From an optimization exercise on the open Yosys and OpenROAD flow, aimed at small area, a short achievable clock period and few clock cycles per item; shortcuts taken in it are not production practice.
In this exercise RTL edits were held to simulation tests only and were not proved equivalent to the original.

==> zinc <==
## css_color_function_to_rgba
module css_color_function_to_rgba (
   input  logic               clock,
   input  logic               reset,
   input  logic               req_valid,
   output logic               req_ready,
   input  logic               req_mode,
   input  logic signed [19:0] req_first_value,
   input  logic signed [19:0] req_second_value,
   input  logic signed [19:0] req_third_value,
   input  logic signed [19:0] req_alpha_value,
   input  logic               req_first_is_percent,
   input  logic               req_second_is_percent,
   input  logic               req_third_is_percent,
   input  logic               req_alpha_is_percent,
   input  logic               req_alpha_given,
   output logic               rsp_valid,
   input  logic               rsp_ready,
   output logic [12:0]        rsp_red_out,
   output logic [12:0]        rsp_green_out,
   output logic [12:0]        rsp_blue_out,
   output logic [12:0]        rsp_alpha_out
);
Settings: LEC_CHECK=0, CAP_MARGIN=20, CORE_MARGIN=2, CORE_UTILIZATION=65, SETUP_SLACK_MARGIN=5, SLEW_MARGIN=20, SYNTH_HIERARCHICAL=1; clock period 11.0 ns.
run.sh (not shown) runs the stock make flow with config.mk's settings and CLKGATE_MAP_FILE= SYNTH_SCRIPT=/design/flow/synth_recipe.tcl, a recipe that flattens the netlist after the stock synthesis.
==> inputs of xenon, as changes to zinc <==
==> flow/flow/run.sh (new file) <==
#!/bin/bash
# Layout flow: the standard flow (standard.sh) with these differences in
# the layout steps after the standard synthesis:
#  - the buffer that placement puts on every input and output port is
#    sky130_fd_sc_hd__buf_1 (the repair steps resize it where needed).
# The clock, constraints and synthesis (standard.sh synth) are the standard ones.
set -euo pipefail
bash standard.sh synth > flow_synth.log 2>&1
sed -e 's/SETUP_SLACK_MARGIN=[0-9.]* /SETUP_SLACK_MARGIN=6.6 "BUFFER_PORTS_ARGS=-buffer_cell sky130_fd_sc_hd__buf_1" /' standard.sh > standard_cts.sh
sed -e 's/SETUP_SLACK_MARGIN=[0-9.]* /SETUP_SLACK_MARGIN=6.9 "BUFFER_PORTS_ARGS=-buffer_cell sky130_fd_sc_hd__buf_1" /' standard.sh > standard_route.sh
grep -q 'SETUP_SLACK_MARGIN=6.6 "BUFFER_PORTS_ARGS' standard_cts.sh
grep -q 'SETUP_SLACK_MARGIN=6.9 "BUFFER_PORTS_ARGS' standard_route.sh
bash standard_cts.sh cts > flow_cts.log 2>&1
bash standard_route.sh > flow_route.log 2>&1
==> flow/standard.sh (new file) <==
#!/bin/bash
# synth_recipe.tcl (not shown) runs the flow's synth.tcl, then flattens the netlist and writes it again
# the make line also repeats each setting of config.mk as NAME=value (left out here)
make -C /OpenROAD-flow-scripts/flow DESIGN_CONFIG=/design/flow/config.mk WORK_HOME=/design/flow/orfs CLKGATE_MAP_FILE= SYNTH_SCRIPT=/design/flow/synth_recipe.tcl "${@:-finish}"
removed: flow/run.sh
==> summary of the runs <==
Of xenon and zinc, xenon has the higher core utilization (gap 6.4 points). In synthesized cell count, xenon and zinc do not differ. Of zinc and xenon, xenon has the higher maximum frequency (gap about 9%, measured against xenon). Between zinc and xenon, the lower design area is in zinc (gap 8.3%, measured against xenon). Of xenon and zinc, xenon has the higher first-iteration DRC count (gap about 35%, measured against zinc).
Testbench counts of zinc, summed over its fixed seeds: cycles 16,040, items 16,000.
Testbench counts of xenon, summed over its fixed seeds: cycles 16,040, items 16,000.

* * *

==> trial 38: inputs <==
css_color_function_to_rgba, a different RTL version from the one above (not shown whole).
export LEC_CHECK = 0
export CAP_MARGIN = 20
export CORE_MARGIN = 2
export CORE_UTILIZATION = 65
export SETUP_SLACK_MARGIN = 5
export SLEW_MARGIN = 20
export SYNTH_HIERARCHICAL = 1
create_clock -name core_clock -period 11.0 [get_ports {clock}]
standard.sh (not shown) runs the stock make flow with config.mk's settings and CLKGATE_MAP_FILE= SYNTH_SCRIPT=/design/flow/synth_recipe.tcl, a recipe that flattens the netlist after the stock synthesis.
==> flow/flow/run.sh <==
#!/bin/bash
set -euo pipefail
bash standard.sh synth > flow_synth.log 2>&1
sed -e 's/SETUP_SLACK_MARGIN=[0-9.]* /SETUP_SLACK_MARGIN=6.6 "BUFFER_PORTS_ARGS=-buffer_cell sky130_fd_sc_hd__buf_1" /' standard.sh > standard_tight.sh
grep -q 'SETUP_SLACK_MARGIN=6.6 "BUFFER_PORTS_ARGS' standard_tight.sh
bash standard_tight.sh > flow_layout.log 2>&1
==> trial 91 (differences from trial 38) <==
--- a/flow/design.v
+++ b/flow/design.v
@@ -17,58 +17,66 @@
    input  logic               rsp_ready,
    output logic [12:0]        rsp_red_out,
    output logic [12:0]        rsp_green_out,
    output logic [12:0]        rsp_blue_out,
    output logic [12:0]        rsp_alpha_out
 );
    logic        en;
    logic        v0, v1, v2, v3;
-   logic        ov, sv, rdy;
-   logic        take_o;
+   logic [1:0]  cnt;
+   logic        ne, full, rdy;
+   logic        rd, wr;
+   logic        push, pop;
+   logic [1:0]  cnt_nx;
    logic [51:0] data3;
-   logic [51:0] o_ff, s_ff;
-   assign en        = !sv;
+   logic [51:0] q0_ff, q1_ff;
+   logic [51:0] rsp;
+   assign en        = !full;
    assign req_ready = rdy;
-   assign take_o    = !ov || rsp_ready;
+   assign push      = en && v3;
+   assign pop       = ne && rsp_ready;
+   assign cnt_nx    = cnt + {1'b0, push} - {1'b0, pop};
    always_ff @(posedge clock) begin
       if (reset) begin
-         v0 <= 1'b0;
-         v1 <= 1'b0;
-         v2 <= 1'b0;
-         v3 <= 1'b0;
-         ov <= 1'b0;
-         sv <= 1'b0;
-         rdy <= 1'b1;
+         v0   <= 1'b0;
+         v1   <= 1'b0;
+         v2   <= 1'b0;
+         v3   <= 1'b0;
+         cnt  <= 2'd0;
+         ne   <= 1'b0;
+         full <= 1'b0;
+         rdy  <= 1'b1;
+         rd   <= 1'b0;
+         wr   <= 1'b0;
       end else begin
          if (en) begin
             v0 <= req_valid;
             v1 <= v0;
             v2 <= v1;
             v3 <= v2;
          end
-         if (take_o) begin
-            ov  <= sv || v3;
-            sv  <= 1'b0;
-            rdy <= 1'b1;
-         end else if (en && v3) begin
-            sv  <= 1'b1;
-            rdy <= 1'b0;
-         end
+         cnt  <= cnt_nx;
+         ne   <= cnt_nx != 2'd0;
+         full <= cnt_nx == 2'd2;
+         rdy  <= cnt_nx != 2'd2;
+         if (push) wr <= !wr;
+         if (pop)  rd <= !rd;
       end
    end
    always_ff @(posedge clock) begin
-      if (take_o) o_ff <= sv ? s_ff : data3;
-      if (!take_o && en) s_ff <= data3;
+      if (push && !wr) q0_ff <= data3;
+      if (push && wr)  q1_ff <= data3;
    end
-   assign rsp_valid     = ov;
-   assign rsp_red_out   = o_ff[51:39];
-   assign rsp_green_out = o_ff[38:26];
-   assign rsp_blue_out  = o_ff[25:13];
-   assign rsp_alpha_out = o_ff[12:0];
+   assign rsp           = rd ? q1_ff : q0_ff;
+   assign rsp_valid     = ne;
+   assign rsp_red_out   = rsp[51:39];
+   assign rsp_green_out = rsp[38:26];
+   assign rsp_blue_out  = rsp[25:13];
+   assign rsp_alpha_out = rsp[12:0];
    logic        pc1, pc2, pc3;
    logic [4:0]  a_hi, a_lo;
    logic [6:0]  hi_t;
    logic [7:0]  t_sum;
    always_comb begin
       a_hi = req_first_value[19:15];
       a_lo = req_first_value[14:10];
       case (a_hi)
--- a/flow/config.mk
+++ b/flow/config.mk
@@ -5,9 +5,8 @@
 export SDC_FILE = /design/flow/constraint.sdc
 export NUM_CORES = 4
 export LEC_CHECK = 0
 export CAP_MARGIN = 20
 export CORE_MARGIN = 2
 export CORE_UTILIZATION = 65
 export SETUP_SLACK_MARGIN = 5
 export SLEW_MARGIN = 20
-export SYNTH_HIERARCHICAL = 1
==> trial 78 (differences from trial 38) <==
--- a/flow/design.v
+++ b/flow/design.v
@@ -17,58 +17,66 @@
    input  logic               rsp_ready,
    output logic [12:0]        rsp_red_out,
    output logic [12:0]        rsp_green_out,
    output logic [12:0]        rsp_blue_out,
    output logic [12:0]        rsp_alpha_out
 );
    logic        en;
    logic        v0, v1, v2, v3;
-   logic        ov, sv, rdy;
-   logic        take_o;
+   logic [1:0]  cnt;
+   logic        ne, full, rdy;
+   logic        rd, wr;
+   logic        push, pop;
+   logic [1:0]  cnt_nx;
    logic [51:0] data3;
-   logic [51:0] o_ff, s_ff;
-   assign en        = !sv;
+   logic [51:0] q0_ff, q1_ff;
+   logic [51:0] rsp;
+   assign en        = !full;
    assign req_ready = rdy;
-   assign take_o    = !ov || rsp_ready;
+   assign push      = en && v3;
+   assign pop       = ne && rsp_ready;
+   assign cnt_nx    = cnt + {1'b0, push} - {1'b0, pop};
    always_ff @(posedge clock) begin
       if (reset) begin
-         v0 <= 1'b0;
-         v1 <= 1'b0;
-         v2 <= 1'b0;
-         v3 <= 1'b0;
-         ov <= 1'b0;
-         sv <= 1'b0;
-         rdy <= 1'b1;
+         v0   <= 1'b0;
+         v1   <= 1'b0;
+         v2   <= 1'b0;
+         v3   <= 1'b0;
+         cnt  <= 2'd0;
+         ne   <= 1'b0;
+         full <= 1'b0;
+         rdy  <= 1'b1;
+         rd   <= 1'b0;
+         wr   <= 1'b0;
       end else begin
          if (en) begin
             v0 <= req_valid;
             v1 <= v0;
             v2 <= v1;
             v3 <= v2;
          end
-         if (take_o) begin
-            ov  <= sv || v3;
-            sv  <= 1'b0;
-            rdy <= 1'b1;
-         end else if (en && v3) begin
-            sv  <= 1'b1;
-            rdy <= 1'b0;
-         end
+         cnt  <= cnt_nx;
+         ne   <= cnt_nx != 2'd0;
+         full <= cnt_nx == 2'd2;
+         rdy  <= cnt_nx != 2'd2;
+         if (push) wr <= !wr;
+         if (pop)  rd <= !rd;
       end
    end
    always_ff @(posedge clock) begin
-      if (take_o) o_ff <= sv ? s_ff : data3;
-      if (!take_o && en) s_ff <= data3;
+      if (push && !wr) q0_ff <= data3;
+      if (push && wr)  q1_ff <= data3;
    end
-   assign rsp_valid     = ov;
-   assign rsp_red_out   = o_ff[51:39];
-   assign rsp_green_out = o_ff[38:26];
-   assign rsp_blue_out  = o_ff[25:13];
-   assign rsp_alpha_out = o_ff[12:0];
+   assign rsp           = rd ? q1_ff : q0_ff;
+   assign rsp_valid     = ne;
+   assign rsp_red_out   = rsp[51:39];
+   assign rsp_green_out = rsp[38:26];
+   assign rsp_blue_out  = rsp[25:13];
+   assign rsp_alpha_out = rsp[12:0];
    logic        pc1, pc2, pc3;
    logic [4:0]  a_hi, a_lo;
    logic [6:0]  hi_t;
    logic [7:0]  t_sum;
    always_comb begin
       a_hi = req_first_value[19:15];
       a_lo = req_first_value[14:10];
       case (a_hi)
==> results.yml <==
global_routing:
  grt_max_degree: 174
outcome:
  status: "timing/DRC/antenna clean"
detailed_routing:
  wl_met2_um: 46700
synthesis:
  yosys_warnings: 7
[end of results for trial 78]
==> results.yml <==
sta:
  setup-tns-final_ns: 0
outcome:
  status: "timing/DRC/antenna clean"
synthesis:
  yosys_warnings: 7
detailed_routing:
  wl_met2_um: 47800
[end of results for trial 38]
==> results.yml <==
global_routing:
  grt_max_degree: 75
synthesis:
  yosys_warnings: 1
  yosysMostFrequentCell: "inv_1"
finish:
  final_common_cell: "inv_1"
setup_path:
  cpMostUsedCell: "xnor2_1"
  slowest_delay_ns: 0.42
outcome:
  status: "timing/DRC/antenna clean"
detailed_routing:
  wl_met2_um: 46400
[end of results for trial 91]
Testbench counts of trial 38, summed over its fixed seeds: cycles 16,040, items 16,000.
Testbench counts of trial 91, summed over its fixed seeds: cycles 16,040, items 16,000.
Testbench counts of trial 78, summed over its fixed seeds: cycles 16,040, items 16,000.

-- separate check: timing with driven ports --
Ports are ideal in the flow. The routed layouts listed here were re-timed in OpenROAD.
Step 1 (the two cells are an assumption about what drives the block):
set clk [get_ports {clock}]
set_driving_cell -lib_cell sky130_fd_sc_hd__clkbuf_16 $clk
set_driving_cell -lib_cell sky130_fd_sc_hd__buf_2 [delete_from_list [all_inputs] $clk]
Step 2 also shifts input and output timing later by t, the mid clock arrival at the registers, as if the neighbouring blocks saw the same clock.
Slacks: ideal / step 1 / step 2; pairs: ideal / step 1.
| run | t, ns | setup WS [ns] | clock arrival spread, ns | slew at the worst register clock pin (ns) | cell pins on the clock port's net |
|---|---|---|---|---|---|
| zinc | 0.647 | 6.051 / 6.051 / 5.765 | 0.043 / 0.043 | 0.07 / 0.07 | 1 |
| xenon | 0.672 | 6.498 / 6.498 / 6.434 | 0.025 / 0.026 | 0.07 / 0.07 | 1 |
| trial 38 | 0.648 | 6.495 / 6.495 / 6.319 | 0.015 / 0.016 | 0.07 / 0.07 | 1 |
| trial 91 | 0.642 | 6.183 / 6.183 / 6.183 | 0.027 / 0.028 | 0.07 / 0.07 | 1 |
| trial 78 | 0.670 | 6.518 / 6.518 / 6.223 | 0.022 / 0.022 | 0.07 / 0.07 | 1 |
After both steps setup and hold are still met in every run listed. The setup slack of trial 78, which loses most, moves by 0.000 ns with the drivers and by -0.295 ns with both steps.
